From an optimization exercise on the open Yosys and OpenROAD flow, aimed at small area, a short achievable clock period and few clock cycles per item; shortcuts taken in it are not production practice.
RTL that was checked went through simulation tests only; none was proved equivalent to the original.
Power and IR drop assume default switching activity.

Design conv_engine_top, start of the top module:
module conv_engine_top (
    input  logic                            clk,
    input  logic                            rst_n,
    input  logic                            in_valid,
    input  logic [conv_pkg::DATA_WIDTH-1:0] in_data,
    input  logic                            in_is_weight,
    input  logic                            out_credit,
    output logic                            in_credit,
    output logic                            out_valid,
    output logic [conv_pkg::DATA_WIDTH-1:0] out_data
);
Size in the first run: roughly 6300 cells after synthesis, roughly 85000 sq um of cells after synthesis.
==> flow/config.mk <==
export PLATFORM = sky130hd
export DESIGN_NAME = conv_engine_top
export DESIGN_NICKNAME = conv_engine_top
export VERILOG_FILES = /design/flow/design.v
export SDC_FILE = /design/flow/constraint.sdc
export NUM_CORES = 4
export LEC_CHECK = 0
export CAP_MARGIN = 20
export CORE_MARGIN = 2
export CORE_UTILIZATION = 40
export CTS_CLUSTER_DIAMETER = 60
export CTS_CLUSTER_SIZE = 28
export SETUP_SLACK_MARGIN = 0.5
export SLEW_MARGIN = 20
==> flow/constraint.sdc <==
create_clock -name core_clock -period 13.0 [get_ports {clk}]
set_input_delay 2.6000 -clock core_clock [delete_from_list [all_inputs] [get_ports {clk}]]
set_output_delay 2.6000 -clock core_clock [all_outputs]
set_load 0.01 [all_outputs]
run.sh (not shown) runs the stock make flow with config.mk's settings and CLKGATE_MAP_FILE= SYNTH_SCRIPT=/design/flow/synth_recipe.tcl, a recipe that flattens the netlist after the stock synthesis.
The starting point completed with no timing, DRC or antenna violations.
Edit:
- CTS_BUF_LIST: unset -> sky130_fd_sc_hd__clkbuf_8 sky130_fd_sc_hd__clkbuf_4
- CTS_CLUSTER_DIAMETER: 60 -> unset
- CTS_CLUSTER_SIZE: 28 -> 30
Total power rises by 13%.
Die area stays the same.
Via count rises by 4.4%.
Global-route usage rises by 0.50 points.
Wire length rises by about 3.5%.
Combinational power stays flat.
Setup slack degrades by 0.18 ns.
Count of clock-buffer cells in the layout rises by 466.
Sequential power stays flat.
Clock power rises by about 38%.
Hold slack degrades by 0.071 ns.
No run of this note included a check of the RTL's function; only the layout flow was run.

* * *

Another version of the RTL of conv_engine_top (not shown whole).
Size in the first run: ~5900 cells after synthesis, roughly 2700 flip-flops, about 23 I/O pins, ~82000 um2 of cells after synthesis.
Settings: LEC_CHECK=0, CAP_MARGIN=20, CORE_MARGIN=2, CORE_UTILIZATION=60, CTS_CLUSTER_DIAMETER=70, CTS_CLUSTER_SIZE=30, PLACE_DENSITY=0.75, SETUP_SLACK_MARGIN=0.5, SLEW_MARGIN=20; clock period 13.0 ns.
standard.sh (not shown) runs the stock make flow with config.mk's settings and CLKGATE_MAP_FILE= SYNTH_SCRIPT=/design/flow/synth_recipe.tcl, a recipe that flattens the netlist after the stock synthesis.
==> flow/flow/run.sh <==
#!/bin/bash
# Standard layout, with the port buffers made of plain buf_4 cells instead
# of the flow's default pick, a slow delay buffer.
set -euo pipefail
export BUFFER_PORTS_ARGS="-buffer_cell sky130_fd_sc_hd__buf_4"
bash standard.sh > standard_flow.log 2>&1
Testbench counts at the start, summed over its fixed seeds: cycles 8,752, windows 320.
Then changed:
--- a/flow/config.mk
+++ b/flow/config.mk
@@ -11,3 +11,2 @@
-export CTS_CLUSTER_DIAMETER = 70
-export CTS_CLUSTER_SIZE = 30
-export PLACE_DENSITY = 0.75
+export CTS_CLUSTER_DIAMETER = 120
+export CTS_CLUSTER_SIZE = 26
- global-route usage barely changes
- setup slack is better by 0.025 ns
- routed wire length rises by 0.31%
- power came out lower by 3.5%
- synthesized cell count does not change
- core utilization came out lower by 0.52 points
- count of clock-buffer cells in the layout rises by 16
- sequential power came out lower by about 0.5%
- clock skew barely changes
- sequential cell count is unchanged
- die area is unchanged
Then changed:
--- a/flow/config.mk
+++ b/flow/config.mk
@@ -11,2 +11,2 @@
-export CTS_CLUSTER_DIAMETER = 120
-export CTS_CLUSTER_SIZE = 26
+export CTS_CLUSTER_DIAMETER = 70
+export CTS_CLUSTER_SIZE = 30
Die area stays the same.
Worst setup slack is better by 0.011 ns.
Synthesized cell count stays the same.
Cell area is higher by about 1.5%.
Then changed:
--- a/flow/config.mk
+++ b/flow/config.mk
@@ -10,2 +10,2 @@
-export CORE_UTILIZATION = 60
-export CTS_CLUSTER_DIAMETER = 70
+export CORE_UTILIZATION = 70
+export CTS_CLUSTER_DIAMETER = 60
Setup slack gets worse by 0.018 ns.
Total power is higher by 1.9%.
Critical path depth stays the same.
Design area is about the same.
Routed wire length is higher by 5.5%.
Fmax is lower by 0.46%.
Via count is higher by 1.3%.
Die area is lower by 14%.
Sequential power is about the same.
Global-route usage is higher by 4.7 points.
First-iteration DRC count is higher by 3.6%.
Then changed:
--- a/flow/config.mk
+++ b/flow/config.mk
@@ -10,2 +10,2 @@
-export CORE_UTILIZATION = 70
-export CTS_CLUSTER_DIAMETER = 60
+export CORE_UTILIZATION = 60
+export CTS_CLUSTER_DIAMETER = 140
Synthesized cell count stays the same.
Synthesized area is unchanged.
Die area grows by about a fifth.
Non-clock buffer count grows by 8.
Utilization shrinks by 12 points.
Maximum frequency grows slightly.
Sequential power hardly moves.
Total power shrinks by a little under a tenth.
Setup slack gains 0.024 ns.
Then changed:
--- a/flow/config.mk
+++ b/flow/config.mk
@@ -10,2 +10,2 @@
-export CORE_UTILIZATION = 60
-export CTS_CLUSTER_DIAMETER = 140
+export CORE_UTILIZATION = 40
+export CTS_CLUSTER_DIAMETER = 70
What happened: The new run finished with timing, DRC and antenna clean. Power is higher by a little under a tenth. Non-clock buffer count is lower by 4. Design area is higher by a few percent. Setup slack got worse by 0.052 ns. Count of clock-buffer cells in the layout is higher by 29. Area after synthesis is unchanged. Via count is higher slightly.

* * *

## job 9167
conv_engine_top again, from the RTL that the note above started with.
==> flow/design.v (excerpt) <==
module conv_engine_top (
    input  logic                            clk,
    input  logic                            rst_n,
    input  logic                            in_valid,
    input  logic [conv_pkg::DATA_WIDTH-1:0] in_data,
    input  logic                            in_is_weight,
    input  logic                            out_credit,
    output logic                            in_credit,
    output logic                            out_valid,
    output logic [conv_pkg::DATA_WIDTH-1:0] out_data
);
==> flow/config.mk <==
export PLATFORM = sky130hd
export DESIGN_NAME = conv_engine_top
export DESIGN_NICKNAME = conv_engine_top
export VERILOG_FILES = /design/flow/design.v
export SDC_FILE = /design/flow/constraint.sdc
export NUM_CORES = 4
export LEC_CHECK = 0
export CAP_MARGIN = 20
export CORE_MARGIN = 2
export CORE_UTILIZATION = 60
export CTS_CLUSTER_DIAMETER = 70
export CTS_CLUSTER_SIZE = 24
export SETUP_SLACK_MARGIN = 0.5
export SLEW_MARGIN = 20
==> flow/constraint.sdc <==
create_clock -name core_clock -period 13.0 [get_ports {clk}]
set_input_delay 2.6000 -clock core_clock [delete_from_list [all_inputs] [get_ports {clk}]]
set_output_delay 2.6000 -clock core_clock [all_outputs]
set_load 0.01 [all_outputs]
Scripts as last shown in full above: flow/flow/run.sh
No stage failed in job 9167, and the final checks on the layout all came back clean.
Testbench counts of job 9167, summed over its fixed seeds: cycles 8,752, windows 320.
### job 9167 -> job 1400
Settings: swapping 24 for 30 in CTS_CLUSTER_SIZE; swapping 70 for 100 in CTS_CLUSTER_DIAMETER; putting GPL_TIMING_DRIVEN at 0 where nothing was set.
Job 1400: done, clean on timing, DRC and antenna
Job 9167 → job 1400: hold slack shows an increase of 11 ps; clock-buffer cell count fell by 28%; worst-case vdd ir drop grew by 6.8%.
Changes observed in job 1400 relative to job 9167: aggregate global-route resource usage climbed 1.1 points, number of buffers other than clock buffers in the final layout climbed 150%.
Input changes introduced in job 5864 (baseline for comparison: job 1400):
Settings: GPL_TIMING_DRIVEN: 0 -> unset.
For job 1400, the end of the critical path was u_result_drain.result[5][8], unlike job 5864, where it was out_valid. Higher growth of design area from synthesis to finish goes to job 1400 over job 5864. Diff job 1400 -> job 5864 | overall routing resource usage | decrease of 1.4 points. | total leakage power | job 5864 vs job 1400 | ≈ equal |. Against job 1400 as the reference, job 5864 delivers a lower final area. In the reports for job 5864 and job 1400, the larger final cell count without fillers belongs to job 1400.
Input-level comparison between job 1703 and job 5864:
Settings: CTS_CLUSTER_DIAMETER: 100 -> 60; CTS_CLUSTER_SIZE: 30 -> 40.
Notes after the runs:
Job 1703 — met3 track utilization from global routing 0.82 points higher, job 5864 as reference
Comparing job 5864 and job 1703, the lower worst hold slack across all endpoints was measured on job 1703.
Per the comparison of job 1703 with job 5864, routed wirelength normalized by instance count now smaller; combinational group power comparable; max-slew headroom at the worst pin shows a reduction of 0.54 points.
The standby leakage power in job 1703 was higher than what job 5864 gave.
Re portion of total power attributed to the clock network: job 1703 is 7.7 points up on job 5864.
Number of buffers inserted to repair setup after CTS came out exactly the same in job 5864 and job 1703.
Job 5864 leaves less setup margin than job 1703.

## re-timing with driven ports
The results above use ideal ports. As a check the final layouts listed here were re-extracted and re-timed, cells and wires unchanged. Step 1, drivers: a clkbuf_16 drives clk and a buf_2 each remaining input, both assumed. Step 2 adds t to the input delays and takes it off the output delays; t is the mean of the earliest and latest rising clock arrival at the registers after step 1. Input paths then give back, and output paths get back, about the clock's delay inside the block. Three values: ideal, step 1, step 2; two values: the first two.
run	t, ns	setup slack, ns	worst hold slack (ns)	latest minus earliest clock arrival (ns)	worst register clock-pin slew, ns
the first run of note 1	0.879	8.517 / 8.435 / 8.713	0.298 / 0.298 / 0.298	0.040 / 0.040	0.10 / 0.10
the second run of note 1	1.081	8.333 / 8.254 / 8.748	0.226 / 0.226 / 0.226	0.109 / 0.110	0.07 / 0.07
the first run of note 2	0.840	9.106 / 9.031 / 9.048	0.298 / 0.298 / 0.298	0.068 / 0.068	0.11 / 0.11
the second run of note 2	0.816	9.131 / 9.055 / 9.029	0.287 / 0.287 / 0.287	0.060 / 0.060	0.11 / 0.11
the third run of note 2	0.835	9.142 / 9.067 / 9.021	0.316 / 0.316 / 0.316	0.044 / 0.044	0.11 / 0.11
the fourth run of note 2	0.828	9.124 / 9.054 / 8.999	0.314 / 0.314 / 0.314	0.054 / 0.054	0.11 / 0.11
the fifth run of note 2	0.811	9.148 / 9.072 / 9.028	0.315 / 0.315 / 0.315	0.047 / 0.047	0.12 / 0.12
the sixth run of note 2	0.865	9.096 / 9.013 / 9.034	0.304 / 0.304 / 0.304	0.045 / 0.045	0.11 / 0.11
job 9167	0.852	9.138 / 9.068 / 8.996	0.303 / 0.303 / 0.303	0.041 / 0.042	0.09 / 0.09
job 1400	0.824	9.077 / 9.046 / 8.700	0.315 / 0.315 / 0.315	0.053 / 0.052	0.12 / 0.12
job 5864	0.820	9.145 / 9.068 / 9.019	0.314 / 0.314 / 0.314	0.037 / 0.037	0.12 / 0.12
job 1703	0.837	9.151 / 9.081 / 8.996	0.299 / 0.299 / 0.299	0.055 / 0.055	0.13 / 0.13
After both steps setup and hold are still met in every run listed. For job 1400, which loses most, drivers alone change the setup slack by -0.031 ns; drivers and shift together by -0.377 ns.
